What follows belongs to an exercise in optimizing a design on an open flow for small area; a production flow would make more cautious choices. RTL that was checked went through simulation tests only; none was proved equivalent to the original. Power figures rest on the tool's default switching activity, not on a simulated workload.

// renameStage
module renameStage (
  input  logic                                        CLK,
  input  logic                                        RESET,
  input  logic                                        FREEZE,
  input  logic                                        decodeEmpty,
  output logic                                        decodePop,
  input  logic [4:0]                                  srcArch1,
  input  logic [4:0]                                  srcArch2,
  input  logic [4:0]                                  destArch,
  input  logic                                        regWrite,
  input  logic                                        link,
  input  logic                                        memRead,
  input  logic                                        memWrite,
  input  logic [63:0]                                 payload,
  input  logic                                        iqFull,
  input  logic                                        lsqFull,
  input  logic                                        robFull,
  input  logic [5:0]                                  robTail,
  output logic                                        iqPush,
  output logic                                        lsqPush,
  output logic                                        robPush,
  output logic [94:0]                                 issuePacket,
  input  logic                                        freeReq,
  input  logic [5:0]                                  freeTag,
  output logic                                        freeFull,
  input  logic                                        restoreReq,
  input  logic [191:0]                                restoreMap
);
clock: 4.0 ns
lec_check: 0
cap_margin: 5
core_margin: 2
core_utilization: 40
gpl_timing_driven: 0
setup_slack_margin: 0.1
slew_margin: 5
synth_hierarchical: 1
standard.sh (not shown) runs the stock make flow with config.mk's settings and CLKGATE_MAP_FILE= SYNTH_SCRIPT=/design/flow/synth_recipe.tcl, a recipe that flattens the netlist after the stock synthesis.
==> flow/flow/run.sh <==
#!/bin/bash
# Standard ORFS layout (the standard.sh, standard synthesis
# unchanged) with buf_1 port buffers and a CTS without dummy loads
# and built from clkbuf_8. Each tool's output goes to the
# ORFS logs; make's own output goes to standard.log.
export BUFFER_PORTS_ARGS="-buffer_cell sky130_fd_sc_hd__buf_1"
export CTS_ARGS="-sink_clustering_enable -repair_clock_nets -dont_use_dummy_load -buf_list sky130_fd_sc_hd__clkbuf_8 -sink_clustering_size 16 -sink_clustering_max_diameter 70"
bash standard.sh > standard.log 2>&1
The starting point produced a clean layout.
Next try:
==> flow/flow/run.sh (replaced) <==
#!/bin/bash
# Standard ORFS layout (the standard.sh, standard synthesis
# unchanged) with buf_1 port buffers and a CTS without dummy loads
# and with larger sink clusters. Each tool's output goes to the
# ORFS logs; make's own output goes to standard.log.
export BUFFER_PORTS_ARGS="-buffer_cell sky130_fd_sc_hd__buf_1"
export CTS_ARGS="-sink_clustering_enable -repair_clock_nets -dont_use_dummy_load -sink_clustering_size 26 -sink_clustering_max_diameter 90"
bash standard.sh > standard.log 2>&1
=> The changed run completed with no timing, DRC or antenna violations; global-route usage decreases by 0.16 points; power increases by about 2.8%; area after synthesis does not change; sequential cell count is unchanged; setup slack gains 0.027 ns; wire length decreases by about 1%; die area is unchanged; final area increases by about 0.5%; clock-buffer cell count decreases by 17.
Next try:
Settings changed: CORE_UTILIZATION 40 to 55.
What happened:
- The changed run finished but failed the layout checks on setup timing
- final area came out lower slightly
- worst setup slack gets worse by 0.24 ns
- wire length came out lower slightly
- hold slack gets worse by 0.051 ns


renameStage, a different RTL version from the one above (not shown whole).
Size: roughly 1700 cells after synthesis, ~680 flip-flops, roughly 400 I/O pins.
Design renameStage, start of the top module:
module renameStage (
  input  logic                                        CLK,
  input  logic                                        RESET,
  input  logic                                        FREEZE,
  input  logic                                        decodeEmpty,
  output logic                                        decodePop,
  input  logic [4:0]                                  srcArch1,
  input  logic [4:0]                                  srcArch2,
  input  logic [4:0]                                  destArch,
  input  logic                                        regWrite,
  input  logic                                        link,
  input  logic                                        memRead,
  input  logic                                        memWrite,
  input  logic [63:0]                                 payload,
  input  logic                                        iqFull,
  input  logic                                        lsqFull,
  input  logic                                        robFull,
  input  logic [5:0]                                  robTail,
  output logic                                        iqPush,
  output logic                                        lsqPush,
  output logic                                        robPush,
  output logic [94:0]                                 issuePacket,
  ...
==> flow/config.mk <==
export PLATFORM = sky130hd
export DESIGN_NAME = renameStage
export DESIGN_NICKNAME = renameStage
export VERILOG_FILES = /design/flow/design.v
export SDC_FILE = /design/flow/constraint.sdc
export NUM_CORES = 4
export LEC_CHECK = 0
export CAP_MARGIN = 20
export CORE_MARGIN = 2
export CORE_UTILIZATION = 40
export GPL_TIMING_DRIVEN = 0
export SLEW_MARGIN = 20
export SYNTH_HIERARCHICAL = 1
==> flow/constraint.sdc <==
create_clock -name core_clock -period 4.0 [get_ports {CLK}]
set_input_delay 0.8000 -clock core_clock [delete_from_list [all_inputs] [get_ports {CLK}]]
set_output_delay 0.8000 -clock core_clock [all_outputs]
set_load 0.01 [all_outputs]
==> flow/flow/run.sh <==
#!/bin/bash
# Standard ORFS layout with smaller port buffers and no CTS dummy loads.
cp standard.sh standard_sh_copy.log
export BUFFER_PORTS_ARGS="-buffer_cell sky130_fd_sc_hd__buf_1"
export CTS_ARGS="-sink_clustering_enable -repair_clock_nets -dont_use_dummy_load"
bash standard.sh > standard.log 2>&1
The starting point produced a layout that fails on negative setup slack.
Rerun with:
--- a/flow/config.mk
+++ b/flow/config.mk
@@ -10,3 +10,2 @@
 export CORE_UTILIZATION = 40
-export GPL_TIMING_DRIVEN = 0
 export SLEW_MARGIN = 20
Result: The new run completed, yet does not pass: negative setup slack. Power went up slightly. Routed wire length rises by a few percent. Die area is unchanged. Non-clock buffer count went up by 51. Utilization hardly moves. Clock-buffer cell count does not change. Via count grows by a few percent. Design area is about the same. Register-to-register slack improved by 0.14 ns. Synthesized cell count stays the same.
No run of this note included a check of the RTL's function; only the layout flow was run.

[afterwards: timing with drivers on the ports]
In the flow no input, the clock included, has a driving cell. The finished layouts below were timed again as built, in two steps. Step 1: set_driving_cell puts a clkbuf_16 on CLK and a buf_2 on each other input, an assumption about the parent block. Step 2 also shifts input and output timing later by t, the mid clock arrival at the registers, as if the neighbouring blocks saw the same clock. Three values: no drivers, after step 1, after step 2; two values: the first two.
| run | shift t [ns] | setup WS [ns] | hold WS [ns] |
|---|---|---|---|
| the first run of note 1 | 0.732 | 0.172 / 0.171 / 0.171 | 0.194 / 0.155 / 0.533 |
| the second run of note 1 | 0.628 | 0.199 / 0.199 / 0.199 | 0.313 / 0.275 / 0.541 |
| the third run of note 1 | 0.647 | -0.041 / -0.041 / -0.041 | 0.262 / 0.237 / 0.530 |
| the first run of note 2 | 0.658 | -0.258 / -0.327 / 0.183 | 0.265 / 0.219 / 0.503 |
| the second run of note 2 | 0.650 | -0.265 / -0.333 / 0.316 | 0.262 / 0.218 / 0.525 |
For the first run of note 1, which loses most, drivers alone change the setup slack by -0.001 ns; drivers and shift together by -0.001 ns.
